Background: an optimization exercise with open tools, aiming at small area and a short achievable clock period. Do not read the settings as production practice.
No functional check of the RTL was part of any run shown here.

**design/flow/design.v**
```verilog
module sdf_delay_line
#(
	parameter int DEPTH = 8,	 
	parameter int W     = 26	 
)
(
	input  logic         CLK,
	input  logic         shift_i,	 
	input  logic [W-1:0] data_i,
	output logic [W-1:0] data_o	 
);
	logic [DEPTH*W-1:0] sr;	 
	always_ff @(posedge CLK)
	begin
		if (shift_i)
		begin
			if (DEPTH > 1)
				sr <= {sr[(DEPTH-1)*W-1:0], data_i};	 
			else
				sr <= data_i;
		end
	end
	assign data_o = sr[DEPTH*W-1 -: W];
endmodule
module sdf_add
#(
	parameter int W = 13
)
(
	input  logic [W-1:0] a_i,
	input  logic [W-1:0] b_i,
	input  logic         c_i,
	output logic [W-1:0] s_o
);
	localparam int N = W + 1;	 
	localparam int L = $clog2(N);	 
	logic [W-1:0]     p;
	logic [(L+1)*N-1:0] gg;	 
	logic [(L+1)*N-1:0] gp;	 
	assign p = a_i ^ b_i;
	assign gg[N-1:0] = {a_i & b_i, c_i};
	assign gp[N-1:0] = {p, 1'b0};
	for (genvar l = 0; l < L; l++)
	begin : g_lvl
		for (genvar i = 0; i < N; i++)
		begin : g_pos
			if ((i >> l) & 1)
			begin : g_op
				localparam int J = ((i >> l) << l) - 1;	 
				assign gg[(l+1)*N+i] = gg[l*N+i] | (gp[l*N+i] & gg[l*N+J]);
				assign gp[(l+1)*N+i] = gp[l*N+i] & gp[l*N+J];
			end
			else
			begin : g_pass
				assign gg[(l+1)*N+i] = gg[l*N+i];
				assign gp[(l+1)*N+i] = gp[l*N+i];
			end
		end
	end
	assign s_o = p ^ gg[L*N +: W];
endmodule
module sdf_bf_stage
#(
	parameter int DEPTH       = 8,	 
	parameter bit ROT_MINUS_J = 1'b0,	 
	parameter int IW          = 12,	 
	parameter int OW          = 13	 
)
(
	input  logic            CLK,
	input  logic            RST,
	input  logic            valid_i,
	input  logic [2*IW-1:0] data_i,
	output logic            valid_o,
	output logic [2*OW-1:0] data_o
);
	localparam int CW = $clog2(2 * DEPTH);	 
	logic [CW-1:0]        cnt;
	logic                 second_half;
	logic                 rot;
	logic signed [IW-1:0] in_re;
	logic signed [IW-1:0] in_im;
	logic signed [OW-1:0] b_re;
	logic signed [OW-1:0] b_im;
	logic signed [OW-1:0] a_re;
	logic signed [OW-1:0] a_im;
	logic [OW-1:0]        bg_re;	 
	logic [OW-1:0]        bg_im;
	logic [OW-1:0]        x_re;	 
	logic [OW-1:0]        x_im;
	logic [OW-1:0]        res_re;
	logic [OW-1:0]        res_im;
	logic [OW-1:0]        dif_re;
	logic [OW-1:0]        dif_im;
	logic [OW-1:0]        fb_re;
	logic [OW-1:0]        fb_im;
	logic [2*OW-1:0]      buf_q;
	assign in_re = data_i[2*IW-1:IW];	 
	assign in_im = data_i[IW-1:0];
	assign b_re  = in_re;	 
	assign b_im  = in_im;
	assign a_re  = buf_q[2*OW-1:OW];	 
	assign a_im  = buf_q[OW-1:0];
	logic [3:0] sh_q;	 
	logic [1:0] rot_q;	 
	logic       sh_flip;
	logic       rot_flip;
	if (CW > 1)
	begin : g_flip
		assign sh_flip  = (cnt[CW-2:0] == '1);	 
	end
	else
	begin : g_flip1
		assign sh_flip  = 1'b1;
	end
	if (ROT_MINUS_J && CW > 2)
	begin : g_rot
		assign rot_flip = !cnt[CW-1] && (cnt[CW-3:0] == '1);	 
	end
	else if (ROT_MINUS_J && CW == 2)
	begin : g_rot2
		assign rot_flip = !cnt[1];
	end
	else
	begin : g_norot
		assign rot_flip = 1'b0;
	end
	always_ff @(posedge CLK or posedge RST)
	begin
		if (RST)
		begin
			sh_q  <= '0;
			rot_q <= '0;
		end
		else if (valid_i)
		begin
			if (sh_flip)
				sh_q <= ~sh_q;
			if (rot_flip)
				rot_q <= ~rot_q;
		end
	end
	assign second_half = sh_q[0];
	assign rot         = rot_q[0];
	assign bg_re = sh_q[0] ? b_re : '0;
	assign bg_im = sh_q[1] ? b_im : '0;
	assign x_re  = rot_q[0] ? a_im : a_re;
	assign x_im  = rot_q[1] ? ~a_re : a_im;
	sdf_add #(.W (OW)) u_res_re (.a_i (x_re), .b_i (bg_re), .c_i (1'b0), .s_o (res_re));
	sdf_add #(.W (OW)) u_res_im (.a_i (x_im), .b_i (bg_im), .c_i (rot_q[1]), .s_o (res_im));
	sdf_add #(.W (OW)) u_dif_re (.a_i (a_re), .b_i (~b_re), .c_i (1'b1), .s_o (dif_re));
	sdf_add #(.W (OW)) u_dif_im (.a_i (a_im), .b_i (~b_im), .c_i (1'b1), .s_o (dif_im));
	assign fb_re = sh_q[2] ? dif_re : b_re;
	assign fb_im = sh_q[3] ? dif_im : b_im;
	sdf_delay_line #(
		.DEPTH (DEPTH),
		.W     (2 * OW)
	) u_delay_line (
		.CLK     (CLK),
		.shift_i (valid_i),	 
		.data_i  ({fb_re, fb_im}),
		.data_o  (buf_q)
	);
	always_ff @(posedge CLK or posedge RST)
	begin
		if (RST)
		begin
			cnt     <= '0;
			valid_o <= 1'b0;
		end
		else
		begin
			valid_o <= valid_i;
			if (valid_i)
				cnt <= cnt + 1'b1;	 
		end
	end
	always_ff @(posedge CLK)
		data_o <= {res_re, res_im};
endmodule
module sdf_twiddle_mul
(
	input  logic        CLK,
	input  logic        RST,
	input  logic        valid_i,
	input  logic [27:0] data_i,	 
	output logic        valid_o,
	output logic [27:0] data_o
);
	localparam logic [3:0] LAG = 4'd12;
	logic [3:0]         cnt;
	logic [3:0]         pos;
	logic [1:0]         grp;
	logic [1:0]         idx;
	logic signed [13:0] d_re;
	logic signed [13:0] d_im;
	logic signed [14:0] s_add;	 
	logic signed [14:0] s_sub;	 
	logic        triv;	 
	logic        hcase;	 
	logic [1:0]  sel_ur;	 
	logic [1:0]  sel_ui;
	logic        neg_ur, neg_ui, neg_vr, neg_vi;
	logic [1:0]  sel_vr;	 
	logic [1:0]  sel_vi;
	logic signed [14:0] u_re_d, u_im_d;
	logic signed [13:0] v_re_d, v_im_d;
	logic               va;
	logic [14:0]        u_re, u_im;
	logic [13:0]        v_re, v_im;
	logic [3:0]         a_g;	 
	logic [3:0]         a_h;	 
	logic [3:0]         nt_d;
	logic [3:0]         hc_d;
	logic               a_nur, a_nui, a_nvr, a_nvi;
	logic               vb;
	logic [27:0]        s_re, c_re, s_im, c_im;
	logic [27:0]        bs_re, bc_re, bs_im, bc_im;
	logic [27:0]        p_re, p_im;
	logic signed [14:0] e_re;
	logic signed [14:0] e_im;
	assign d_re  = data_i[27:14];
	assign d_im  = data_i[13:0];
	assign e_re = d_re;	 
	assign e_im = d_im;
	sdf_add #(.W (15)) u_add (.a_i (e_re), .b_i (e_im), .c_i (1'b0), .s_o (s_add));
	sdf_add #(.W (15)) u_sub (.a_i (e_im), .b_i (~e_re), .c_i (1'b1), .s_o (s_sub));
	assign pos = cnt - LAG;
	assign grp = pos[3:2];
	assign idx = pos[1:0];
	always_comb
	begin
		triv   = 1'b1;
		hcase  = 1'b0;
		sel_ur = 2'd0;
		sel_ui = 2'd1;
		sel_vr = 2'd0;
		sel_vi = 2'd0;
		neg_ur = 1'b0;
		neg_ui = 1'b0;
		neg_vr = 1'b0;
		neg_vi = 1'b0;
		case ({grp, idx})
			4'b01_01, 4'b10_10:	 
			begin
				triv = 1'b0; hcase = 1'b1;
				sel_ur = 2'd2; sel_ui = 2'd3;
			end
			4'b01_11, 4'b11_10:	 
			begin
				triv = 1'b0; hcase = 1'b1;
				sel_ur = 2'd3; sel_ui = 2'd2; neg_ui = 1'b1;
			end
			4'b01_10:	 
			begin
				sel_ur = 2'd1; sel_ui = 2'd0; neg_ui = 1'b1;
			end
			4'b10_01:	 
			begin
				triv = 1'b0;
				sel_ur = 2'd0; sel_vr = 2'd2;
				sel_ui = 2'd1; sel_vi = 2'd1; neg_vi = 1'b1;
			end
			4'b10_11, 4'b11_01:	 
			begin
				triv = 1'b0;
				sel_ur = 2'd1; sel_vr = 2'd1;
				sel_ui = 2'd0; neg_ui = 1'b1; sel_vi = 2'd2;
			end
			4'b11_11:	 
			begin
				triv = 1'b0;
				sel_ur = 2'd0; neg_ur = 1'b1; sel_vr = 2'd2; neg_vr = 1'b1;
				sel_ui = 2'd1; neg_ui = 1'b1; sel_vi = 2'd1;
			end
			default: ;	 
		endcase
	end
	assign nt_d[0] = !triv;
	assign nt_d[1] = pos[3] ? (pos[1] | pos[0]) : (pos[2] & pos[0]);
	assign nt_d[2] = (pos == 4'd5) || (pos == 4'd7) || (pos > 4'd8 && pos != 4'd12);
	assign nt_d[3] = 16'hEEA0 >> pos;
	assign hc_d[0] = hcase;
	assign hc_d[1] = pos[3] ? (pos[1] & !pos[0]) : (pos[2] & pos[0]);
	assign hc_d[2] = (grp == 2'd1 && idx[0]) || (grp[1] && idx == 2'd2);
	assign hc_d[3] = 16'h44A0 >> pos;
	function automatic logic signed [14:0] pick_u(input logic [1:0] s, input logic n,
		input logic signed [13:0] re, input logic signed [13:0] im,
		input logic signed [14:0] sa, input logic signed [14:0] ss);
		logic signed [14:0] x;
		case (s)
			2'd0:    x = re;
			2'd1:    x = im;
			2'd2:    x = sa;
			default: x = ss;
		endcase
		pick_u = n ? ~x : x;
	endfunction
	function automatic logic signed [13:0] pick_v(input logic [1:0] s, input logic n,
		input logic signed [13:0] re, input logic signed [13:0] im);
		logic signed [13:0] x;
		case (s)
			2'd1:    x = re;
			2'd2:    x = im;
			default: x = '0;
		endcase
		pick_v = n ? ~x : x;
	endfunction
	assign u_re_d = pick_u(sel_ur, neg_ur, d_re, d_im, s_add, s_sub);
	assign u_im_d = pick_u(sel_ui, neg_ui, d_re, d_im, s_add, s_sub);
	assign v_re_d = pick_v(sel_vr, neg_vr, d_re, d_im);
	assign v_im_d = pick_v(sel_vi, neg_vi, d_re, d_im);
	always_ff @(posedge CLK or posedge RST)
	begin
		if (RST)
		begin
			cnt     <= '0;
			va      <= 1'b0;
			vb      <= 1'b0;
			valid_o <= 1'b0;
		end
		else
		begin
			va      <= valid_i;
			vb      <= va;
			valid_o <= vb;
			if (valid_i)
				cnt <= cnt + 1'b1;	 
		end
	end
	always_ff @(posedge CLK)
	begin
		u_re  <= u_re_d;
		u_im  <= u_im_d;
		v_re  <= v_re_d;
		v_im  <= v_im_d;
		a_g   <= nt_d;
		a_h   <= hc_d;
		a_nur <= neg_ur;
		a_nui <= neg_ui;
		a_nvr <= neg_vr;
		a_nvi <= neg_vi;
	end
	sdf_tw_tree u_tree_re (
		.u_i   (u_re),
		.v_i   (v_re),
		.g_i   (a_g[0]),
		.g2_i  (a_g[1]),
		.h_i   (a_h[0]),
		.h2_i  (a_h[1]),
		.nu_i  (a_nur),
		.nv_i  (a_nvr),
		.sum_o (s_re),
		.cry_o (c_re)
	);
	sdf_tw_tree u_tree_im (
		.u_i   (u_im),
		.v_i   (v_im),
		.g_i   (a_g[2]),
		.g2_i  (a_g[3]),
		.h_i   (a_h[2]),
		.h2_i  (a_h[3]),
		.nu_i  (a_nui),
		.nv_i  (a_nvi),
		.sum_o (s_im),
		.cry_o (c_im)
	);
	always_ff @(posedge CLK)
	begin
		bs_re <= s_re;
		bc_re <= c_re;
		bs_im <= s_im;
		bc_im <= c_im;
	end
	sdf_add #(.W (28)) u_cpa_re (.a_i (bs_re), .b_i (bc_re), .c_i (1'b0), .s_o (p_re));
	sdf_add #(.W (28)) u_cpa_im (.a_i (bs_im), .b_i (bc_im), .c_i (1'b0), .s_o (p_im));
	always_ff @(posedge CLK)
		data_o <= {p_re[27:14], p_im[27:14]};
endmodule
module sdf_tw_tree
(
	input  logic [14:0] u_i,
	input  logic [13:0] v_i,
	input  logic        g_i,	 
	input  logic        g2_i,
	input  logic        h_i,
	input  logic        h2_i,
	input  logic        nu_i,
	input  logic        nv_i,
	output logic [27:0] sum_o,
	output logic [27:0] cry_o
);
	logic [14:0] uf;	 
	logic [14:0] unf;	 
	logic [13:0] vf;
	logic [13:0] vnf;
	logic [27:0] ra, rb, rc, rd, re, rf, v12, v11, v7, v1;
	logic [27:0] cst;	 
	assign uf  = {~u_i[14], u_i[13:0]};
	assign unf = {u_i[14], ~u_i[13:0]};
	assign vf  = {~v_i[13], v_i[12:0]};
	assign vnf = {v_i[13], ~v_i[12:0]};
	assign ra  = 28'(uf) << 14;
	assign rb  = g_i ? 28'(unf) << 10 : 28'd0;
	assign rc  = g_i ? 28'(uf) : 28'd0;
	assign rd  = h2_i ? 28'(unf) << 12 : (g2_i ? 28'(unf) << 8 : 28'd0);
	assign re  = h2_i ? 28'(uf) << 6 : (g2_i ? 28'(uf) << 5 : 28'd0);
	assign rf  = h_i ? 28'(uf) << 8 : 28'd0;
	assign v12 = 28'(vf) << 12;
	assign v11 = 28'(vf) << 11;
	assign v7  = 28'(vf) << 7;
	assign v1  = 28'(vnf) << 1;
	always_comb
	begin
		case ({g_i, h_i, nu_i, nv_i})
			4'b0000: cst = 28'hcefe002;
			4'b0010: cst = 28'hcf02002;
			4'b1100: cst = 28'h79fb402;
			4'b1110: cst = 28'h79fe143;
			4'b1000: cst = 28'hba7a502;
			4'b1001: cst = 28'hba7bd80;
			4'b1010: cst = 28'hba7e023;
			4'b1011: cst = 28'hba7f8a1;
			default: cst = 28'hcefe002;
		endcase
	end
	logic fc10, fc100, fc106, fc110, fc112, fc114, fc116, fc118, fc120, fc122, fc124, fc126, fc128, fc130, fc132, fc134, fc136, fc138, fc140, fc142, fc144, fc146, fc148, fc150, fc152, fc154, fc156, fc158, fc160, fc162, fc164, fc166, fc168, fc170, fc172, fc174, fc182, fc184, fc186, fc188, fc190, fc192, fc194, fc196, fc198, fc200, fc202, fc204, fc206, fc208, fc210, fc212, fc214, fc216, fc218, fc220, fc222, fc234, fc236, fc238, fc240, fc242, fc244, fc246, fc248, fc250, fc252, fc254, fc256, fc258, fc26, fc260, fc262, fc264, fc266, fc268, fc270, fc272, fc274, fc276, fc278, fc30, fc32, fc36, fc38, fc4, fc40, fc42, fc44, fc46, fc48, fc50, fc52, fc54, fc56, fc58, fc6, fc60, fc62, fc64, fc66, fc68, fc70, fc72, fc74, fc76, fc78, fc80, fc82, fc84, fc86, fc88, fc90, fc92, fc96, fc98, fs105, fs109, fs111, fs113, fs115, fs117, fs119, fs121, fs123, fs125, fs127, fs129, fs131, fs133, fs135, fs137, fs139, fs141, fs143, fs145, fs147, fs149, fs151, fs153, fs155, fs157, fs159, fs161, fs163, fs165, fs167, fs169, fs171, fs173, fs181, fs183, fs185, fs187, fs189, fs191, fs193, fs195, fs197, fs199, fs201, fs203, fs205, fs207, fs209, fs211, fs213, fs215, fs217, fs219, fs221, fs233, fs235, fs237, fs239, fs241, fs243, fs245, fs247, fs249, fs25, fs251, fs253, fs255, fs257, fs259, fs261, fs263, fs265, fs267, fs269, fs271, fs273, fs275, fs277, fs29, fs3, fs31, fs35, fs37, fs39, fs41, fs43, fs45, fs47, fs49, fs5, fs51, fs53, fs55, fs57, fs59, fs61, fs63, fs65, fs67, fs69, fs71, fs73, fs75, fs77, fs79, fs81, fs83, fs85, fs87, fs89, fs9, fs91, fs95, fs97, fs99, hc102, hc104, hc108, hc12, hc14, hc16, hc176, hc178, hc18, hc180, hc2, hc20, hc22, hc224, hc226, hc228, hc230, hc232, hc24, hc28, hc34, hc8, hc94, hs1, hs101, hs103, hs107, hs11, hs13, hs15, hs17, hs175, hs177, hs179, hs19, hs21, hs223, hs225, hs227, hs229, hs23, hs231, hs27, hs33, hs7, hs93;
	assign hs1 = cst[12] ^ rb[12];
	assign hc2 = cst[12] & rb[12];
	assign fs3 = 1'b1 ^ rb[13] ^ rc[13];
	assign fc4 = (1'b1 & rb[13]) | (1'b1 & rc[13]) | (rb[13] & rc[13]);
	assign fs5 = cst[14] ^ ra[14] ^ rb[14];
	assign fc6 = (cst[14] & ra[14]) | (cst[14] & rb[14]) | (ra[14] & rb[14]);
	assign hs7 = rc[14] ^ rd[14];
	assign hc8 = rc[14] & rd[14];
	assign fs9 = cst[15] ^ ra[15] ^ rb[15];
	assign fc10 = (cst[15] & ra[15]) | (cst[15] & rb[15]) | (ra[15] & rb[15]);
	assign hs11 = cst[16] ^ ra[16];
	assign hc12 = cst[16] & ra[16];
	assign hs13 = cst[17] ^ ra[17];
	assign hc14 = cst[17] & ra[17];
	assign hs15 = cst[18] ^ ra[18];
	assign hc16 = cst[18] & ra[18];
	assign hs17 = cst[19] ^ ra[19];
	assign hc18 = cst[19] & ra[19];
	assign hs19 = cst[20] ^ ra[20];
	assign hc20 = cst[20] & ra[20];
	assign hs21 = cst[8] ^ rc[8];
	assign hc22 = cst[8] & rc[8];
	assign hs23 = rc[9] ^ rd[9];
	assign hc24 = rc[9] & rd[9];
	assign fs25 = cst[10] ^ rb[10] ^ rc[10];
	assign fc26 = (cst[10] & rb[10]) | (cst[10] & rc[10]) | (rb[10] & rc[10]);
	assign hs27 = rd[10] ^ re[10];
	assign hc28 = rd[10] & re[10];
	assign fs29 = cst[11] ^ rb[11] ^ rc[11];
	assign fc30 = (cst[11] & rb[11]) | (cst[11] & rc[11]) | (rb[11] & rc[11]);
	assign fs31 = rd[11] ^ re[11] ^ rf[11];
	assign fc32 = (rd[11] & re[11]) | (rd[11] & rf[11]) | (re[11] & rf[11]);
	assign hs33 = v11[11] ^ v7[11];
	assign hc34 = v11[11] & v7[11];
	assign fs35 = rc[12] ^ rd[12] ^ re[12];
	assign fc36 = (rc[12] & rd[12]) | (rc[12] & re[12]) | (rd[12] & re[12]);
	assign fs37 = rf[12] ^ v12[12] ^ v11[12];
	assign fc38 = (rf[12] & v12[12]) | (rf[12] & v11[12]) | (v12[12] & v11[12]);
	assign fs39 = v7[12] ^ v1[12] ^ hs1;
	assign fc40 = (v7[12] & v1[12]) | (v7[12] & hs1) | (v1[12] & hs1);
	assign fs41 = rd[13] ^ re[13] ^ rf[13];
	assign fc42 = (rd[13] & re[13]) | (rd[13] & rf[13]) | (re[13] & rf[13]);
	assign fs43 = v12[13] ^ v11[13] ^ v7[13];
	assign fc44 = (v12[13] & v11[13]) | (v12[13] & v7[13]) | (v11[13] & v7[13]);
	assign fs45 = v1[13] ^ fs3 ^ hc2;
	assign fc46 = (v1[13] & fs3) | (v1[13] & hc2) | (fs3 & hc2);
	assign fs47 = re[14] ^ rf[14] ^ v12[14];
	assign fc48 = (re[14] & rf[14]) | (re[14] & v12[14]) | (rf[14] & v12[14]);
	assign fs49 = v11[14] ^ v7[14] ^ v1[14];
	assign fc50 = (v11[14] & v7[14]) | (v11[14] & v1[14]) | (v7[14] & v1[14]);
	assign fs51 = fs5 ^ hs7 ^ fc4;
	assign fc52 = (fs5 & hs7) | (fs5 & fc4) | (hs7 & fc4);
	assign fs53 = rd[15] ^ re[15] ^ rf[15];
	assign fc54 = (rd[15] & re[15]) | (rd[15] & rf[15]) | (re[15] & rf[15]);
	assign fs55 = v12[15] ^ v11[15] ^ v7[15];
	assign fc56 = (v12[15] & v11[15]) | (v12[15] & v7[15]) | (v11[15] & v7[15]);
	assign fs57 = fs9 ^ fc6 ^ hc8;
	assign fc58 = (fs9 & fc6) | (fs9 & hc8) | (fc6 & hc8);
	assign fs59 = rb[16] ^ rd[16] ^ re[16];
	assign fc60 = (rb[16] & rd[16]) | (rb[16] & re[16]) | (rd[16] & re[16]);
	assign fs61 = rf[16] ^ v12[16] ^ v11[16];
	assign fc62 = (rf[16] & v12[16]) | (rf[16] & v11[16]) | (v12[16] & v11[16]);
	assign fs63 = v7[16] ^ hs11 ^ fc10;
	assign fc64 = (v7[16] & hs11) | (v7[16] & fc10) | (hs11 & fc10);
	assign fs65 = rb[17] ^ rd[17] ^ re[17];
	assign fc66 = (rb[17] & rd[17]) | (rb[17] & re[17]) | (rd[17] & re[17]);
	assign fs67 = rf[17] ^ v12[17] ^ v11[17];
	assign fc68 = (rf[17] & v12[17]) | (rf[17] & v11[17]) | (v12[17] & v11[17]);
	assign fs69 = v7[17] ^ hs13 ^ hc12;
	assign fc70 = (v7[17] & hs13) | (v7[17] & hc12) | (hs13 & hc12);
	assign fs71 = rb[18] ^ rd[18] ^ re[18];
	assign fc72 = (rb[18] & rd[18]) | (rb[18] & re[18]) | (rd[18] & re[18]);
	assign fs73 = rf[18] ^ v12[18] ^ v11[18];
	assign fc74 = (rf[18] & v12[18]) | (rf[18] & v11[18]) | (v12[18] & v11[18]);
	assign fs75 = v7[18] ^ hs15 ^ hc14;
	assign fc76 = (v7[18] & hs15) | (v7[18] & hc14) | (hs15 & hc14);
	assign fs77 = rb[19] ^ rd[19] ^ re[19];
	assign fc78 = (rb[19] & rd[19]) | (rb[19] & re[19]) | (rd[19] & re[19]);
	assign fs79 = rf[19] ^ v12[19] ^ v11[19];
	assign fc80 = (rf[19] & v12[19]) | (rf[19] & v11[19]) | (v12[19] & v11[19]);
	assign fs81 = v7[19] ^ hs17 ^ hc16;
	assign fc82 = (v7[19] & hs17) | (v7[19] & hc16) | (hs17 & hc16);
	assign fs83 = rb[20] ^ rd[20] ^ re[20];
	assign fc84 = (rb[20] & rd[20]) | (rb[20] & re[20]) | (rd[20] & re[20]);
	assign fs85 = rf[20] ^ v12[20] ^ v11[20];
	assign fc86 = (rf[20] & v12[20]) | (rf[20] & v11[20]) | (v12[20] & v11[20]);
	assign fs87 = v7[20] ^ hs19 ^ hc18;
	assign fc88 = (v7[20] & hs19) | (v7[20] & hc18) | (hs19 & hc18);
	assign fs89 = cst[21] ^ ra[21] ^ rb[21];
	assign fc90 = (cst[21] & ra[21]) | (cst[21] & rb[21]) | (ra[21] & rb[21]);
	assign fs91 = rd[21] ^ rf[21] ^ v12[21];
	assign fc92 = (rd[21] & rf[21]) | (rd[21] & v12[21]) | (rf[21] & v12[21]);
	assign hs93 = v11[21] ^ hc20;
	assign hc94 = v11[21] & hc20;
	assign fs95 = cst[22] ^ ra[22] ^ rb[22];
	assign fc96 = (cst[22] & ra[22]) | (cst[22] & rb[22]) | (ra[22] & rb[22]);
	assign fs97 = rd[22] ^ rf[22] ^ v12[22];
	assign fc98 = (rd[22] & rf[22]) | (rd[22] & v12[22]) | (rf[22] & v12[22]);
	assign fs99 = 1'b1 ^ ra[23] ^ rb[23];
	assign fc100 = (1'b1 & ra[23]) | (1'b1 & rb[23]) | (ra[23] & rb[23]);
	assign hs101 = cst[24] ^ ra[24];
	assign hc102 = cst[24] & ra[24];
	assign hs103 = cst[7] ^ rc[7];
	assign hc104 = cst[7] & rc[7];
	assign fs105 = rd[8] ^ re[8] ^ rf[8];
	assign fc106 = (rd[8] & re[8]) | (rd[8] & rf[8]) | (re[8] & rf[8]);
	assign hs107 = v7[8] ^ v1[8];
	assign hc108 = v7[8] & v1[8];
	assign fs109 = re[9] ^ rf[9] ^ v7[9];
	assign fc110 = (re[9] & rf[9]) | (re[9] & v7[9]) | (rf[9] & v7[9]);
	assign fs111 = v1[9] ^ hs23 ^ hc22;
	assign fc112 = (v1[9] & hs23) | (v1[9] & hc22) | (hs23 & hc22);
	assign fs113 = rf[10] ^ v7[10] ^ v1[10];
	assign fc114 = (rf[10] & v7[10]) | (rf[10] & v1[10]) | (v7[10] & v1[10]);
	assign fs115 = fs25 ^ hs27 ^ hc24;
	assign fc116 = (fs25 & hs27) | (fs25 & hc24) | (hs27 & hc24);
	assign fs117 = v1[11] ^ fs29 ^ fs31;
	assign fc118 = (v1[11] & fs29) | (v1[11] & fs31) | (fs29 & fs31);
	assign fs119 = hs33 ^ fc26 ^ hc28;
	assign fc120 = (hs33 & fc26) | (hs33 & hc28) | (fc26 & hc28);
	assign fs121 = fs35 ^ fs37 ^ fs39;
	assign fc122 = (fs35 & fs37) | (fs35 & fs39) | (fs37 & fs39);
	assign fs123 = fc30 ^ fc32 ^ hc34;
	assign fc124 = (fc30 & fc32) | (fc30 & hc34) | (fc32 & hc34);
	assign fs125 = fs41 ^ fs43 ^ fs45;
	assign fc126 = (fs41 & fs43) | (fs41 & fs45) | (fs43 & fs45);
	assign fs127 = fc36 ^ fc38 ^ fc40;
	assign fc128 = (fc36 & fc38) | (fc36 & fc40) | (fc38 & fc40);
	assign fs129 = fs47 ^ fs49 ^ fs51;
	assign fc130 = (fs47 & fs49) | (fs47 & fs51) | (fs49 & fs51);
	assign fs131 = fc42 ^ fc44 ^ fc46;
	assign fc132 = (fc42 & fc44) | (fc42 & fc46) | (fc44 & fc46);
	assign fs133 = fs53 ^ fs55 ^ fs57;
	assign fc134 = (fs53 & fs55) | (fs53 & fs57) | (fs55 & fs57);
	assign fs135 = fc48 ^ fc50 ^ fc52;
	assign fc136 = (fc48 & fc50) | (fc48 & fc52) | (fc50 & fc52);
	assign fs137 = fs59 ^ fs61 ^ fs63;
	assign fc138 = (fs59 & fs61) | (fs59 & fs63) | (fs61 & fs63);
	assign fs139 = fc54 ^ fc56 ^ fc58;
	assign fc140 = (fc54 & fc56) | (fc54 & fc58) | (fc56 & fc58);
	assign fs141 = fs65 ^ fs67 ^ fs69;
	assign fc142 = (fs65 & fs67) | (fs65 & fs69) | (fs67 & fs69);
	assign fs143 = fc60 ^ fc62 ^ fc64;
	assign fc144 = (fc60 & fc62) | (fc60 & fc64) | (fc62 & fc64);
	assign fs145 = fs71 ^ fs73 ^ fs75;
	assign fc146 = (fs71 & fs73) | (fs71 & fs75) | (fs73 & fs75);
	assign fs147 = fc66 ^ fc68 ^ fc70;
	assign fc148 = (fc66 & fc68) | (fc66 & fc70) | (fc68 & fc70);
	assign fs149 = fs77 ^ fs79 ^ fs81;
	assign fc150 = (fs77 & fs79) | (fs77 & fs81) | (fs79 & fs81);
	assign fs151 = fc72 ^ fc74 ^ fc76;
	assign fc152 = (fc72 & fc74) | (fc72 & fc76) | (fc74 & fc76);
	assign fs153 = fs83 ^ fs85 ^ fs87;
	assign fc154 = (fs83 & fs85) | (fs83 & fs87) | (fs85 & fs87);
	assign fs155 = fc78 ^ fc80 ^ fc82;
	assign fc156 = (fc78 & fc80) | (fc78 & fc82) | (fc80 & fc82);
	assign fs157 = fs89 ^ fs91 ^ hs93;
	assign fc158 = (fs89 & fs91) | (fs89 & hs93) | (fs91 & hs93);
	assign fs159 = fc84 ^ fc86 ^ fc88;
	assign fc160 = (fc84 & fc86) | (fc84 & fc88) | (fc86 & fc88);
	assign fs161 = v11[22] ^ fs95 ^ fs97;
	assign fc162 = (v11[22] & fs95) | (v11[22] & fs97) | (fs95 & fs97);
	assign fs163 = fc90 ^ fc92 ^ hc94;
	assign fc164 = (fc90 & fc92) | (fc90 & hc94) | (fc92 & hc94);
	assign fs165 = rd[23] ^ v12[23] ^ v11[23];
	assign fc166 = (rd[23] & v12[23]) | (rd[23] & v11[23]) | (v12[23] & v11[23]);
	assign fs167 = fs99 ^ fc96 ^ fc98;
	assign fc168 = (fs99 & fc96) | (fs99 & fc98) | (fc96 & fc98);
	assign fs169 = rb[24] ^ rd[24] ^ v12[24];
	assign fc170 = (rb[24] & rd[24]) | (rb[24] & v12[24]) | (rd[24] & v12[24]);
	assign fs171 = v11[24] ^ hs101 ^ fc100;
	assign fc172 = (v11[24] & hs101) | (v11[24] & fc100) | (hs101 & fc100);
	assign fs173 = cst[25] ^ ra[25] ^ rd[25];
	assign fc174 = (cst[25] & ra[25]) | (cst[25] & rd[25]) | (ra[25] & rd[25]);
	assign hs175 = v12[25] ^ hc102;
	assign hc176 = v12[25] & hc102;
	assign hs177 = cst[26] ^ ra[26];
	assign hc178 = cst[26] & ra[26];
	assign hs179 = cst[5] ^ rc[5];
	assign hc180 = cst[5] & rc[5];
	assign fs181 = cst[6] ^ rc[6] ^ re[6];
	assign fc182 = (cst[6] & rc[6]) | (cst[6] & re[6]) | (rc[6] & re[6]);
	assign fs183 = re[7] ^ v7[7] ^ v1[7];
	assign fc184 = (re[7] & v7[7]) | (re[7] & v1[7]) | (v7[7] & v1[7]);
	assign fs185 = hs21 ^ fs105 ^ hs107;
	assign fc186 = (hs21 & fs105) | (hs21 & hs107) | (fs105 & hs107);
	assign fs187 = fs109 ^ fs111 ^ fc106;
	assign fc188 = (fs109 & fs111) | (fs109 & fc106) | (fs111 & fc106);
	assign fs189 = fs113 ^ fs115 ^ fc110;
	assign fc190 = (fs113 & fs115) | (fs113 & fc110) | (fs115 & fc110);
	assign fs191 = fs117 ^ fs119 ^ fc114;
	assign fc192 = (fs117 & fs119) | (fs117 & fc114) | (fs119 & fc114);
	assign fs193 = fs121 ^ fs123 ^ fc118;
	assign fc194 = (fs121 & fs123) | (fs121 & fc118) | (fs123 & fc118);
	assign fs195 = fs125 ^ fs127 ^ fc122;
	assign fc196 = (fs125 & fs127) | (fs125 & fc122) | (fs127 & fc122);
	assign fs197 = fs129 ^ fs131 ^ fc126;
	assign fc198 = (fs129 & fs131) | (fs129 & fc126) | (fs131 & fc126);
	assign fs199 = fs133 ^ fs135 ^ fc130;
	assign fc200 = (fs133 & fs135) | (fs133 & fc130) | (fs135 & fc130);
	assign fs201 = fs137 ^ fs139 ^ fc134;
	assign fc202 = (fs137 & fs139) | (fs137 & fc134) | (fs139 & fc134);
	assign fs203 = fs141 ^ fs143 ^ fc138;
	assign fc204 = (fs141 & fs143) | (fs141 & fc138) | (fs143 & fc138);
	assign fs205 = fs145 ^ fs147 ^ fc142;
	assign fc206 = (fs145 & fs147) | (fs145 & fc142) | (fs147 & fc142);
	assign fs207 = fs149 ^ fs151 ^ fc146;
	assign fc208 = (fs149 & fs151) | (fs149 & fc146) | (fs151 & fc146);
	assign fs209 = fs153 ^ fs155 ^ fc150;
	assign fc210 = (fs153 & fs155) | (fs153 & fc150) | (fs155 & fc150);
	assign fs211 = fs157 ^ fs159 ^ fc154;
	assign fc212 = (fs157 & fs159) | (fs157 & fc154) | (fs159 & fc154);
	assign fs213 = fs161 ^ fs163 ^ fc158;
	assign fc214 = (fs161 & fs163) | (fs161 & fc158) | (fs163 & fc158);
	assign fs215 = fs165 ^ fs167 ^ fc162;
	assign fc216 = (fs165 & fs167) | (fs165 & fc162) | (fs167 & fc162);
	assign fs217 = fs169 ^ fs171 ^ fc166;
	assign fc218 = (fs169 & fs171) | (fs169 & fc166) | (fs171 & fc166);
	assign fs219 = fs173 ^ hs175 ^ fc170;
	assign fc220 = (fs173 & hs175) | (fs173 & fc170) | (hs175 & fc170);
	assign fs221 = rd[26] ^ hs177 ^ fc174;
	assign fc222 = (rd[26] & hs177) | (rd[26] & fc174) | (hs177 & fc174);
	assign hs223 = cst[27] ^ ra[27];
	assign hc224 = cst[27] & ra[27];
	assign hs225 = cst[1] ^ rc[1];
	assign hc226 = cst[1] & rc[1];
	assign hs227 = rc[2] ^ v1[2];
	assign hc228 = rc[2] & v1[2];
	assign hs229 = rc[3] ^ v1[3];
	assign hc230 = rc[3] & v1[3];
	assign hs231 = rc[4] ^ v1[4];
	assign hc232 = rc[4] & v1[4];
	assign fs233 = re[5] ^ v1[5] ^ hs179;
	assign fc234 = (re[5] & v1[5]) | (re[5] & hs179) | (v1[5] & hs179);
	assign fs235 = v1[6] ^ fs181 ^ hc180;
	assign fc236 = (v1[6] & fs181) | (v1[6] & hc180) | (fs181 & hc180);
	assign fs237 = hs103 ^ fs183 ^ fc182;
	assign fc238 = (hs103 & fs183) | (hs103 & fc182) | (fs183 & fc182);
	assign fs239 = hc104 ^ fs185 ^ fc184;
	assign fc240 = (hc104 & fs185) | (hc104 & fc184) | (fs185 & fc184);
	assign fs241 = hc108 ^ fs187 ^ fc186;
	assign fc242 = (hc108 & fs187) | (hc108 & fc186) | (fs187 & fc186);
	assign fs243 = fc112 ^ fs189 ^ fc188;
	assign fc244 = (fc112 & fs189) | (fc112 & fc188) | (fs189 & fc188);
	assign fs245 = fc116 ^ fs191 ^ fc190;
	assign fc246 = (fc116 & fs191) | (fc116 & fc190) | (fs191 & fc190);
	assign fs247 = fc120 ^ fs193 ^ fc192;
	assign fc248 = (fc120 & fs193) | (fc120 & fc192) | (fs193 & fc192);
	assign fs249 = fc124 ^ fs195 ^ fc194;
	assign fc250 = (fc124 & fs195) | (fc124 & fc194) | (fs195 & fc194);
	assign fs251 = fc128 ^ fs197 ^ fc196;
	assign fc252 = (fc128 & fs197) | (fc128 & fc196) | (fs197 & fc196);
	assign fs253 = fc132 ^ fs199 ^ fc198;
	assign fc254 = (fc132 & fs199) | (fc132 & fc198) | (fs199 & fc198);
	assign fs255 = fc136 ^ fs201 ^ fc200;
	assign fc256 = (fc136 & fs201) | (fc136 & fc200) | (fs201 & fc200);
	assign fs257 = fc140 ^ fs203 ^ fc202;
	assign fc258 = (fc140 & fs203) | (fc140 & fc202) | (fs203 & fc202);
	assign fs259 = fc144 ^ fs205 ^ fc204;
	assign fc260 = (fc144 & fs205) | (fc144 & fc204) | (fs205 & fc204);
	assign fs261 = fc148 ^ fs207 ^ fc206;
	assign fc262 = (fc148 & fs207) | (fc148 & fc206) | (fs207 & fc206);
	assign fs263 = fc152 ^ fs209 ^ fc208;
	assign fc264 = (fc152 & fs209) | (fc152 & fc208) | (fs209 & fc208);
	assign fs265 = fc156 ^ fs211 ^ fc210;
	assign fc266 = (fc156 & fs211) | (fc156 & fc210) | (fs211 & fc210);
	assign fs267 = fc160 ^ fs213 ^ fc212;
	assign fc268 = (fc160 & fs213) | (fc160 & fc212) | (fs213 & fc212);
	assign fs269 = fc164 ^ fs215 ^ fc214;
	assign fc270 = (fc164 & fs215) | (fc164 & fc214) | (fs215 & fc214);
	assign fs271 = fc168 ^ fs217 ^ fc216;
	assign fc272 = (fc168 & fs217) | (fc168 & fc216) | (fs217 & fc216);
	assign fs273 = fc172 ^ fs219 ^ fc218;
	assign fc274 = (fc172 & fs219) | (fc172 & fc218) | (fs219 & fc218);
	assign fs275 = hc176 ^ fs221 ^ fc220;
	assign fc276 = (hc176 & fs221) | (hc176 & fc220) | (fs221 & fc220);
	assign fs277 = hc178 ^ hs223 ^ fc222;
	assign fc278 = (hc178 & hs223) | (hc178 & fc222) | (hs223 & fc222);
	assign sum_o = {fs277, fs275, fs273, fs271, fs269, fs267, fs265, fs263, fs261, fs259, fs257, fs255, fs253, fs251, fs249, fs247, fs245, fs243, fs241, fs239, fs237, fs235, fs233, hs231, hs229, hs227, v1[1], cst[0]};
	assign cry_o = {fc276, fc274, fc272, fc270, fc268, fc266, fc264, fc262, fc260, fc258, fc256, fc254, fc252, fc250, fc248, fc246, fc244, fc242, fc240, fc238, fc236, fc234, hc232, hc230, hc228, hc226, hs225, rc[0]};
endmodule
module sdf_fft_top
(
	input  logic        CLK,
	input  logic        RST,
	input  logic        valid_i,	 
	input  logic [23:0] data_i,	 
	output logic        valid_o,
	output logic        first_o,	 
	output logic [31:0] data_o	 
)
;
	localparam logic [3:0] LAG = 4'd15;
	logic        v0;
	logic        v1;
	logic        v2;
	logic        vt;
	logic        v3;
	logic [23:0] d0;
	logic [25:0] d1;
	logic [27:0] d2;
	logic [27:0] dt;
	logic [29:0] d3;
	logic [3:0]  out_cnt;
	logic [3:0]  out_pos;
	logic        primed;	 
	logic        at_bin0;
	always_ff @(posedge CLK or posedge RST)
	begin
		if (RST)
			v0 <= 1'b0;
		else
			v0 <= valid_i;
	end
	always_ff @(posedge CLK)
		d0 <= data_i;
	sdf_bf_stage #(
		.DEPTH       (8),
		.ROT_MINUS_J (1'b1),
		.IW          (12),
		.OW          (13)
	) u_stage1 (
		.CLK     (CLK),
		.RST     (RST),
		.valid_i (v0),
		.data_i  (d0),
		.valid_o (v1),
		.data_o  (d1)
	);
	sdf_bf_stage #(
		.DEPTH       (4),
		.ROT_MINUS_J (1'b0),
		.IW          (13),
		.OW          (14)
	) u_stage2 (
		.CLK     (CLK),
		.RST     (RST),
		.valid_i (v1),
		.data_i  (d1),
		.valid_o (v2),
		.data_o  (d2)
	);
	sdf_twiddle_mul u_twiddle (	 
		.CLK     (CLK),
		.RST     (RST),
		.valid_i (v2),
		.data_i  (d2),
		.valid_o (vt),
		.data_o  (dt)
	);
	sdf_bf_stage #(
		.DEPTH       (2),
		.ROT_MINUS_J (1'b1),
		.IW          (14),
		.OW          (15)
	) u_stage3 (
		.CLK     (CLK),
		.RST     (RST),
		.valid_i (vt),
		.data_i  (dt),
		.valid_o (v3),
		.data_o  (d3)
	);
	sdf_bf_stage #(
		.DEPTH       (1),
		.ROT_MINUS_J (1'b0),
		.IW          (15),
		.OW          (16)
	) u_stage4 (
		.CLK     (CLK),
		.RST     (RST),
		.valid_i (v3),
		.data_i  (d3),
		.valid_o (),
		.data_o  (data_o)
	);
	assign out_pos = out_cnt - LAG;	 
	assign at_bin0 = (out_pos == '0);
	always_ff @(posedge CLK or posedge RST)
	begin
		if (RST)
		begin
			out_cnt <= '0;
			primed  <= 1'b0;
			valid_o <= 1'b0;
			first_o <= 1'b0;
		end
		else
		begin
			valid_o <= v3 && (primed || at_bin0);	 
			first_o <= v3 && at_bin0;
			if (v3)
			begin
				out_cnt <= out_cnt + 1'b1;
				if (at_bin0)
					primed <= 1'b1;	 
			end
		end
	end
endmodule
```
**design/flow/run.sh**
```bash
#!/bin/bash
# synth_recipe.tcl (not shown) runs the flow's synth.tcl, then flattens the netlist and writes it again
# the make line also repeats each setting of config.mk as NAME=value (left out here)
make -C /OpenROAD-flow-scripts/flow DESIGN_CONFIG=/design/flow/config.mk WORK_HOME=/design/flow/orfs CLKGATE_MAP_FILE= SYNTH_SCRIPT=/design/flow/synth_recipe.tcl finish
```
**design/flow/config.mk**
```make
export PLATFORM = sky130hd
export DESIGN_NAME = sdf_fft_top
export DESIGN_NICKNAME = sdf_fft_top
export VERILOG_FILES = /design/flow/design.v
export SDC_FILE = /design/flow/constraint.sdc
export NUM_CORES = 4
export LEC_CHECK = 0
export CAP_MARGIN = 20
export CORE_MARGIN = 2
export CORE_UTILIZATION = 40
export SLEW_MARGIN = 20
```
**design/flow/constraint.sdc**
```tcl
create_clock -name core_clock -period 11.0 [get_ports {CLK}]
set_input_delay 2.2000 -clock core_clock [delete_from_list [all_inputs] [get_ports {CLK}]]
set_output_delay 2.2000 -clock core_clock [all_outputs]
set_load 0.01 [all_outputs]
```
==> key figures, run 1 <==
Place
  • RePlAce Congestion: 0.9015
  • Number of buffers inserted by port buffering: 60
  • HPWL after detailed placement: 68.58 mm
  • Post-detailed-placement cell area: 46,830 um^2

Timing
  • Slew at the pin closest to its max-slew limit: 1.071 ns
  • Worst setup skew after layout: 0.05418 ns
  • Maximum clock frequency: 0.1860 GHz
  • Final setup violation count: 0
  • Setup TNS Final: 0 ns
  • Time the worst path needs with I/O delays and setup: 5.377 ns
  • Final critical-path share of the clock period: 48.88%
  • RSZ-0062 raised after global routing: false
  • Headroom to the max-slew limit: 28.39%
  • Hold violation total from the final report: 0
  • Max-slew violation count: 0

Job
  • Number of max-cap violations: 0

Critical path
  • CP Class: reg -> reg
  • Peak fanout along the critical path: 42
  • Data required time of the critical path: 11.53 ns
  • Startpoint type of the worst setup path: flip-flop
  • Worst path arrival time: 5.91 ns
  • Kind of end point of the critical path: flip-flop

Yosys
  • Async S/R FF share, synth: 5.556%
  • Count of flip-flops with a built-in enable after synthesis: 412
  • Synth Instances: 3,898
  • Share of synthesized area spent on multiplexers: 1.714%
  • Synthesized-area fraction occupied by and/or/nand/nor cells: 9.351%
  • Area contributors post-synth: sky130_fd_sc_hd__edfxtp_1, sky130_fd_sc_hd__dfxtp_1, sky130_fd_sc_hd__fa_1, sky130_fd_sc_hd__ha_1, sky130_fd_sc_hd__inv_1
  • Post-synth top cells: sky130_fd_sc_hd__inv_1, sky130_fd_sc_hd__edfxtp_1, sky130_fd_sc_hd__dfxtp_1, sky130_fd_sc_hd__ha_1, sky130_fd_sc_hd__fa_1
  • Fraction of synthesized cell area in xor and xnor cells: 5.793%
  • Compound-gate portion of the synthesized area: 8.307%
  • Sequential area share after synthesis: 46.93%
  • Adder-Cell Fraction of Synth Area: 22.79%
  • Flops & latches, synth: 828
  • Dominant register cell in the synthesized netlist: sky130_fd_sc_hd__edfxtp_1
  • Combinational family with the most area after synthesis: adder cells
  • Count of synthesis-stage warnings from yosys: 11
  • Number of unique standard cell types used by synthesis: 68
  • Mapped Nets: 4,568
  • Synthesized area per cell: 11.44 um^2
  • Most frequently used cell type in the post-synthesis netlist: sky130_fd_sc_hd__inv_1
  • Area fraction of the dominant cell type after synthesis: 27.74%
  • Cell accounting for the most synthesized area: sky130_fd_sc_hd__edfxtp_1
  • Netlist area before placement: 44,600 um^2

Finish
  • Number of fillers in the final layout: 10.32k
  • Post-synthesis to final-layout area growth: 11.86%
  • Net count, final: 4,638
  • Layout Cell Area excl Fill: 49,890 um^2
  • N_diodes: 0
  • Share of post-route cells with drive strength above 1: 5.361%

Die
  • Die ar.: 114,200 um^2
  • Horizontal die dimension: 337.9 um
  • Floorplan core area: 110,700 um^2
  • Initial cell density of the core: 40.30%
  • Die Y: 337.9 um
  • Count of pins on the block boundary: 61
  • Number of placement rows: 122

Clocking
  • Clock tree from TritonCTS: yes
  • Deepest clock path buffer count: 3
  • Clock latency reported for the late side of the worst-skew pair: 0.70 ns
  • Resized Gates After CTS: 0
  • Number of setup buffers added after CTS: 0
  • Reg clk slew, reported paths: 0.06 ns
  • Root Buffer: sky130_fd_sc_hd__clkbuf_16
  • Maximum level of the CTS H-tree: 3
  • Number of CTS-inserted buffers: 92
  • Number of hold buffers added after cts: 0
  • Sink Count: 828

Global routing
  • First-pass GRT wire length: 148.8 mm
  • Met2 layer usage reported by global route: 28.66%
  • Met3 Resource Use GR: 2.351%
  • Gr busiest metal: met2
  • Maximum number of pins on one net before global-route repair: 85
  • Antenna violations before repair: 0
  • Total congestion overflow after global routing: 0
  • Met1 usage in global routing: 20.98%
  • Total GRT Usage: 16.52%
  • Number of global-route vias before repair: 27.55k

Detailed routing
  • Total number of vias: 26.80k
  • DR DRC count: 0
  • Initial drt markers: 1,550
  • Routed via count divided by cell count: 4.841
  • Final Routed Wirelength: 91.79 mm
  • Average wire length per cell after detail routing: 16.58 um
  • Iteration count of the initial detailed-routing pass: 5
  • Routed Antenna Nets: 0

Status
  • Status: finished clean

Hold path
  • Worst hold path type: reg -> reg
-- through the flow --
| step | utilization, % | hold slack (ns) | instances | setup slack (ns) |
|---|---|---|---|---|
| 6_report | 45.08 | 0.3255 | 5536 | 5.623 |
| 5_1_grt | 45.08 | 0.3398 | 5536 | 5.437 |
| 4_1_cts | 45.08 | 0.3277 | 5536 | 5.672 |
| 3_5_place_dp | 42.31 | 0.3143 | 5362 | 5.687 |
| 3_3_place_gp | 42.31 | 0.3139 | 5362 | 5.747 |
| 2_1_floorplan | - | 0.3096 | 3898 | 4.936 |
-- cell type report --
type | count | area (um^2) | area share [%]
clock buffers | 124 | 2492 | 4.996
clock inverters | 50 | 568.0 | 1.139
inverters | 505 | 1896 | 3.799
multi-input cells | 2462 | 21390 | 42.87
flip-flops and latches | 828 | 20940 | 41.97
well taps | 1488 | 1862 | 3.732
repair buffers | 79 | 743.2 | 1.490
-- registers in the layout, indices dropped and copies added (netlist names), 16 cells and up --
name / count
u_stage1.u_delay_line.sr: 208
u_stage2.u_delay_line.sr: 112
u_stage3.u_delay_line.sr: 60
u_stage4.data_o: 32
u_stage4.u_delay_line.sr: 32
u_stage3.data_o: 30
u_stage2.data_o: 28
u_twiddle.bc_im: 28
u_twiddle.bc_re: 28
u_twiddle.bs_im: 28
u_twiddle.bs_re: 28
u_twiddle.data_o: 28
u_stage1.data_o: 26
d0: 24
u_twiddle.u_tree_im.cst: 16
-- metal layers --
metal  vias to the layer above  part of all wire (%)
met5                         -                     0
met4                         0                   3.4
met3                       169                   3.3
met2                       448                    49
met1                     12944                    45
li1                      13238                     -
-- path summary, 6_finish.rpt --
check	cells past startpoint	endpoint	slack, ns	startpoint
worst max-delay path	11	u_twiddle.bs_im[14]	5.62	u_twiddle.a_h[1]
worst min-delay path	0	u_twiddle.bs_re[0]	0.33	u_twiddle.u_tree_re.cst[0]
worst max register to register	11	u_twiddle.bs_im[14]	5.62	u_twiddle.a_h[1]
worst min register to register	0	u_twiddle.bs_re[0]	0.33	u_twiddle.u_tree_re.cst[0]
max in group asynchronous	3	v0	8.18	RST
min in group asynchronous	3	out_cnt[0]	2.08	RST
-- cells by family (layout without fill, tap and decap cells) --
kind of cell,count (synthesis),after routing
and+or+nand+nor,866,866
DFF,828,828
adders and majority gates,643,643
buffers and inverters,608,758
AOI/OAI and AO/OA,586,586
xor gates and xnor gates,295,295
muxes,72,72
-- placed cells by master (no fill, tap or decap), types with 14 or more instances in the layout --
| master | synthesis | final |
|---|---|---|
| sky130_fd_sc_hd__or2_2 | 17 | 17 |
| sky130_fd_sc_hd__clkbuf_1 | 90 | 25 |
| sky130_fd_sc_hd__mux2_2 | 25 | 25 |
| sky130_fd_sc_hd__o21a_1 | 36 | 36 |
| sky130_fd_sc_hd__edfxtp_1 | 412 | 412 |
| sky130_fd_sc_hd__a22oi_1 | 31 | 31 |
| sky130_fd_sc_hd__inv_1 | 504 | 503 |
| sky130_fd_sc_hd__o22ai_1 | 14 | 14 |
| sky130_fd_sc_hd__clkbuf_16 | 0 | 92 |
| sky130_fd_sc_hd__xnor2_1 | 208 | 208 |
| sky130_fd_sc_hd__dfxtp_1 | 370 | 370 |
| sky130_fd_sc_hd__nor3_1 | 54 | 54 |
| sky130_fd_sc_hd__fa_1 | 282 | 282 |
| sky130_fd_sc_hd__ha_1 | 361 | 361 |
| sky130_fd_sc_hd__dfrtp_1 | 46 | 42 |
| sky130_fd_sc_hd__clkinv_2 | 0 | 15 |
| sky130_fd_sc_hd__clkdlybuf4s50_1 | 0 | 60 |
| sky130_fd_sc_hd__nand3_1 | 36 | 36 |
| sky130_fd_sc_hd__nor2_1 | 220 | 220 |
| sky130_fd_sc_hd__and3_1 | 22 | 22 |
| sky130_fd_sc_hd__nand2_1 | 243 | 243 |
| sky130_fd_sc_hd__a211oi_1 | 24 | 24 |
| sky130_fd_sc_hd__nor2b_1 | 47 | 46 |
| sky130_fd_sc_hd__a21oi_1 | 156 | 156 |
| sky130_fd_sc_hd__o21ai_0 | 149 | 149 |
| sky130_fd_sc_hd__and2_1 | 152 | 152 |
| sky130_fd_sc_hd__xor2_1 | 87 | 87 |
| sky130_fd_sc_hd__a21o_1 | 40 | 40 |
| sky130_fd_sc_hd__mux2i_1 | 46 | 46 |
| sky130_fd_sc_hd__buf_4 | 0 | 19 |
| sky130_fd_sc_hd__a31oi_1 | 18 | 18 |
| sky130_fd_sc_hd__nand2b_1 | 35 | 35 |
-- critical path, cell delays in order, from the launching register on --
cell	delay, ns
sky130_fd_sc_hd__dfxtp_1	0.30
sky130_fd_sc_hd__buf_4	0.40
sky130_fd_sc_hd__clkinv_1	0.84
sky130_fd_sc_hd__nand2_1	1.14
sky130_fd_sc_hd__o22ai_1	0.16
sky130_fd_sc_hd__ha_1	0.34
sky130_fd_sc_hd__inv_1	0.05
sky130_fd_sc_hd__fa_1	0.52
sky130_fd_sc_hd__fa_1	0.44
sky130_fd_sc_hd__fa_1	0.55
sky130_fd_sc_hd__inv_1	0.05
sky130_fd_sc_hd__fa_1	0.44
==> run 2, diff against run 1 <==
--- a/design/flow/design.v
+++ b/design/flow/design.v
@@ -278,10 +278,10 @@
 	end
-	assign nt_d[0] = !triv;
-	assign nt_d[1] = pos[3] ? (pos[1] | pos[0]) : (pos[2] & pos[0]);
-	assign nt_d[2] = (pos == 4'd5) || (pos == 4'd7) || (pos > 4'd8 && pos != 4'd12);
-	assign nt_d[3] = 16'hEEA0 >> pos;
-	assign hc_d[0] = hcase;
-	assign hc_d[1] = pos[3] ? (pos[1] & !pos[0]) : (pos[2] & pos[0]);
-	assign hc_d[2] = (grp == 2'd1 && idx[0]) || (grp[1] && idx == 2'd2);
-	assign hc_d[3] = 16'h44A0 >> pos;
+	assign nt_d[0] = valid_i && !triv;
+	assign nt_d[1] = !(valid_i && !triv);
+	assign nt_d[2] = !valid_i || !triv;
+	assign nt_d[3] = valid_i && triv;
+	assign hc_d[0] = valid_i && hcase;
+	assign hc_d[1] = !(valid_i && hcase);
+	assign hc_d[2] = !valid_i || hcase;
+	assign hc_d[3] = valid_i && !hcase;
 	function automatic logic signed [14:0] pick_u(input logic [1:0] s, input logic n,
@@ -347,5 +347,5 @@
 		.g_i   (a_g[0]),
-		.g2_i  (a_g[1]),
+		.g2n_i (a_g[1]),
 		.h_i   (a_h[0]),
-		.h2_i  (a_h[1]),
+		.h2n_i (a_h[1]),
 		.nu_i  (a_nur),
@@ -359,5 +359,5 @@
 		.g_i   (a_g[2]),
-		.g2_i  (a_g[3]),
+		.g2n_i (a_g[3]),
 		.h_i   (a_h[2]),
-		.h2_i  (a_h[3]),
+		.h2n_i (a_h[3]),
 		.nu_i  (a_nui),
@@ -384,5 +384,5 @@
 	input  logic        g_i,	 
-	input  logic        g2_i,
+	input  logic        g2n_i,	 
 	input  logic        h_i,
-	input  logic        h2_i,
+	input  logic        h2n_i,
 	input  logic        nu_i,
@@ -405,4 +405,4 @@
 	assign rc  = g_i ? 28'(uf) : 28'd0;
-	assign rd  = h2_i ? 28'(unf) << 12 : (g2_i ? 28'(unf) << 8 : 28'd0);
-	assign re  = h2_i ? 28'(uf) << 6 : (g2_i ? 28'(uf) << 5 : 28'd0);
+	assign rd  = !h2n_i ? 28'(unf) << 12 : (!g2n_i ? 28'(unf) << 8 : 28'd0);
+	assign re  = !h2n_i ? 28'(uf) << 6 : (!g2n_i ? 28'(uf) << 5 : 28'd0);
 	assign rf  = h_i ? 28'(uf) << 8 : 28'd0;
==> run 2 against run 1 <==
Compared with the run above: maximum frequency up 38%; via count down 0.43%; critical endpoint unchanged; largest cell class unchanged; highest routed layer unchanged.
==> key figures, run 2 <==
Yosys
  • Number of unique standard cell types used by synthesis: 64 (-5.9%)
  • Dominant register cell in the synthesized netlist: sky130_fd_sc_hd__edfxtp_1
  • Area contributors post-synth: sky130_fd_sc_hd__edfxtp_1, sky130_fd_sc_hd__dfxtp_1, sky130_fd_sc_hd__fa_1, sky130_fd_sc_hd__ha_1, sky130_fd_sc_hd__inv_1
  • Cell accounting for the most synthesized area: sky130_fd_sc_hd__edfxtp_1
  • Count of flip-flops with a built-in enable after synthesis: 412 (unchanged)
  • Async S/R FF share, synth: 5.529% (-0.027 points)
  • Post-synth top cells: sky130_fd_sc_hd__inv_1, sky130_fd_sc_hd__edfxtp_1, sky130_fd_sc_hd__dfxtp_1, sky130_fd_sc_hd__ha_1, sky130_fd_sc_hd__fa_1
  • Mapped Nets: 4,541 (-0.59%)
  • Count of synthesis-stage warnings from yosys: 11 (unchanged)
  • Flops & latches, synth: 832 (+0.48%)
  • Netlist area before placement: 44,590 um^2 (about the same)
  • Sequential area share after synthesis: 47.12% (+0.19 points)
  • Area fraction of the dominant cell type after synthesis: 27.74% (about the same)
  • Synthesized area per cell: 11.51 um^2 (+0.58%)
  • Most frequently used cell type in the post-synthesis netlist: sky130_fd_sc_hd__inv_1
  • Synth Instances: 3,875 (-0.59%)

Global routing
  • Number of global-route vias before repair: 27.29k (-0.95%)
  • Maximum number of pins on one net before global-route repair: 82 (-3.5%)
  • First-pass GRT wire length: 148.2 mm (-0.43%)
  • Met1 usage in global routing: 21.19% (+0.21 points)
  • Total congestion overflow after global routing: 0 (unchanged)
  • Gr busiest metal: met2
  • Met2 layer usage reported by global route: 28.38% (-0.27 points)
  • Antenna violations before repair: 0 (unchanged)
  • Met3 Resource Use GR: 2.351% (unchanged)
  • Total GRT Usage: 16.54% (+0.018 points)

Finish
  • Share of post-route cells with drive strength above 1: 5.509% (+0.15 points)
  • Number of fillers in the final layout: 10.17k (-1.5%)
  • Layout Cell Area excl Fill: 49,940 um^2 (+0.10%)
  • Top flop regs: u_stage1.u_delay_line.sr x208, u_stage2.u_delay_line.sr x112, u_stage3.u_delay_line.sr x60
  • Post-synthesis to final-layout area growth: 12.00%
  • Flip-flop and latch area: 21,020 um^2 (+0.38%)
  • N_diodes: 0 (unchanged)
  • Area of combinational cells with multiple inputs: 21,330 um^2 (-0.28%)
  • Register name with the most flops: u_stage1.u_delay_line.sr
  • Commonest cells after routing, fill and taps aside: sky130_fd_sc_hd__inv_1, sky130_fd_sc_hd__edfxtp_1, sky130_fd_sc_hd__dfxtp_1
  • Net count, final: 4,616 (-0.47%)
  • Commonest non-fill, non-tap cell in the layout: sky130_fd_sc_hd__inv_1
  • Number of flip-flops in the largest register: 208 (unchanged)

Critical path
  • Highest-delay cell along the critical path: sky130_fd_sc_hd__dfxtp_1
  • Kind of end point of the critical path: flip-flop
  • Startpoint type of the worst setup path: flip-flop
  • Peak fanout along the critical path: 30 (-29%)
  • Worst path arrival time: 4.40 ns (-1.51 ns)
  • CP most frequent cell: sky130_fd_sc_hd__fa_1
  • Critical path buffer and inverter count: 1 (-3)
  • CP cell instances: nand2_1 -> fa_1 -> fa_1 -> fa_1 -> fa_1 -> inv_1 -> fa_1
  • CP Class: reg -> reg
  • Setup slack, reg-to-reg: 7.11 ns (+1.49 ns)
  • Category of cells accounting for the largest share of critical-path delay: adder cells
  • Data required time of the critical path: 11.51 ns (-0.02 ns)
  • Critical Path Max Stage Delay: 0.93 ns (-0.21 ns)

Clocking
  • Number of CTS-inserted buffers: 92 (unchanged)
  • Clock tree from TritonCTS: yes
  • Number of hold buffers added after cts: 0 (unchanged)
  • Deepest clock path buffer count: 3 (unchanged)
  • Sink Count: 832 (+0.48%)
  • Number of setup buffers added after CTS: 0 (unchanged)
  • Maximum level of the CTS H-tree: 3 (unchanged)
  • Clock latency reported for the late side of the worst-skew pair: 0.68 ns (-0.02 ns)
  • Root Buffer: sky130_fd_sc_hd__clkbuf_16
  • Resized Gates After CTS: 0 (unchanged)
  • Reg clk slew, reported paths: 0.06 ns (about the same)

Timing
  • Headroom to the max-slew limit: 30.26% (+1.9 points)
  • Setup slack after layout: 7.112 ns (+1.489 ns)
  • Maximum clock frequency: 0.2572 GHz (+38%)
  • Worst setup skew after layout: 0.04549 ns (-0.008698 ns)
  • Slew at the pin closest to its max-slew limit: 1.046 ns (-0.02539 ns)
  • Final setup violation count: 0 (unchanged)
  • Time the worst path needs with I/O delays and setup: 3.888 ns (-1.489 ns)
  • Final critical-path share of the clock period: 35.35% (-14 points)
  • Hold violation total from the final report: 0 (unchanged)
  • Max-slew violation count: 0 (unchanged)
  • RSZ-0062 raised after global routing: false
  • Setup TNS Final: 0 ns (unchanged)
  • Hold slack: 0.3050 ns (-0.02049 ns)

Detailed routing
  • Routed Antenna Nets: 0 (unchanged)
  • Initial drt markers: 1,316 (-15%)
  • Routed via count divided by cell count: 4.836 (-0.10%)
  • Average wire length per cell after detail routing: 16.75 um (+1.0%)
  • Total number of vias: 26.68k (-0.43%)
  • Final Routed Wirelength: 92.43 mm (+0.69%)
  • Iteration count of the initial detailed-routing pass: 5 (unchanged)
  • DR DRC count: 0 (unchanged)

Die
  • Initial cell density of the core: 40.29% (about the same)
  • Floorplan core area: 110,700 um^2 (unchanged)
  • Die Y: 337.9 um (about the same)
  • Number of placement rows: 122 (unchanged)
  • Count of pins on the block boundary: 61 (unchanged)
  • Horizontal die dimension: 337.9 um (about the same)
  • Die ar.: 114,200 um^2 (about the same)

Place
  • HPWL after detailed placement: 68.92 mm (+0.49%)
  • Pre-CTS setup slack: 7.162 ns (+1.475 ns)
  • RePlAce Congestion: 0.9008 (about the same)
  • Number of buffers inserted by port buffering: 60 (unchanged)
  • Post-detailed-placement cell area: 46,830 um^2 (about the same)

Status
  • Status: finished clean

Hold path
  • Worst hold path type: reg -> reg

Job
  • Number of max-cap violations: 0 (unchanged)
[run 2: cell types whose count changed in the layout (fill, tap and decap cells not counted), moves of 9 or more]
cell and change:
sky130_fd_sc_hd__a21oi_1 -19, sky130_fd_sc_hd__a21boi_0 -9, sky130_fd_sc_hd__o22ai_1 +13, sky130_fd_sc_hd__nand2b_1 -13, sky130_fd_sc_hd__nor2_1 +19, sky130_fd_sc_hd__nand2_1 -19
sky130_fd_sc_hd__a21o_1 +15
[run 2: path summary, 6_finish.rpt]
check                                       from                  end  depth (start not counted)
worst min-delay path                u_twiddle.va         u_twiddle.vb                          0
worst max-delay path            u_twiddle.a_g[2]  u_twiddle.bs_im[14]                          7
worst min register to register      u_twiddle.va         u_twiddle.vb                          0
worst max register to register  u_twiddle.a_g[2]  u_twiddle.bs_im[14]                          7
max in group asynchronous                    RST                   v0                          3
min in group asynchronous                    RST              first_o                          3
[run 2: per-layer routing]
| layer | routed length [um] | vias up |
|---|---|---|
| li1 | - | 13192 |
| met3 | 2915 | 175 |
| met1 | 41460 | 12861 |
| met2 | 44860 | 456 |
| met4 | 3195 | 0 |
| met5 | 0 | - |
[run 2: cell families after synthesis]
kind of cell / after synthesis / share of synthesized area (%)
flip-flops: 832 / 47.12
adder cells (fa/ha/maj): 639 / 22.68
multiplexers: 68 / 1.672
AND/OR/NAND/NOR: 862 / 9.290
buffers and inverters: 600 / 5.059
XOR/XNOR: 289 / 5.676
AO/OA/AOI/OAI: 585 / 8.508
[run 2: stage by stage]
stage               instances  utilization, %
floorplan                3875               -
global placement         5344           42.32
CTS                      5518           45.13
global route             5518           45.13
detailed placement       5344           42.32
finish                   5518           45.13
[run 2: layout make-up]
cell class / instances / share of cell area, %
well taps: 1488 / 3.728
clock buffers: 130 / 5.264
repair buffers: 78 / 1.473
clock inverters: 44 / 0.9570
multi-input cells: 2443 / 42.71
inverters: 503 / 3.781
flip-flops and latches: 832 / 42.09

[afterwards: timing with drivers on the ports]
The results above use ideal ports. As a check the final layouts listed here were re-extracted and re-timed, cells and wires unchanged. Step 1 sets driving cells, clkbuf_16 on the clock port and buf_2 on the other inputs (assumed; they add their load-dependent delay and slew). Step 2 adds t to the input delays and takes it off the output delays; t is the mean of the earliest and latest rising clock arrival at the registers after step 1. Input paths then give back, and output paths get back, about the clock's delay inside the block. Slacks: no drivers / after step 1 / after step 2; pairs: no drivers / after step 1.
run	shift t [ns]	setup WS [ns]	worst hold slack (ns)	cell pins on the clock port's net
run 1	0.734	5.623 / 5.623 / 5.623	0.326 / 0.326 / 0.326	1
run 2	0.732	7.112 / 7.112 / 7.112	0.305 / 0.305 / 0.305	1
After both steps every run listed still meets setup and hold.
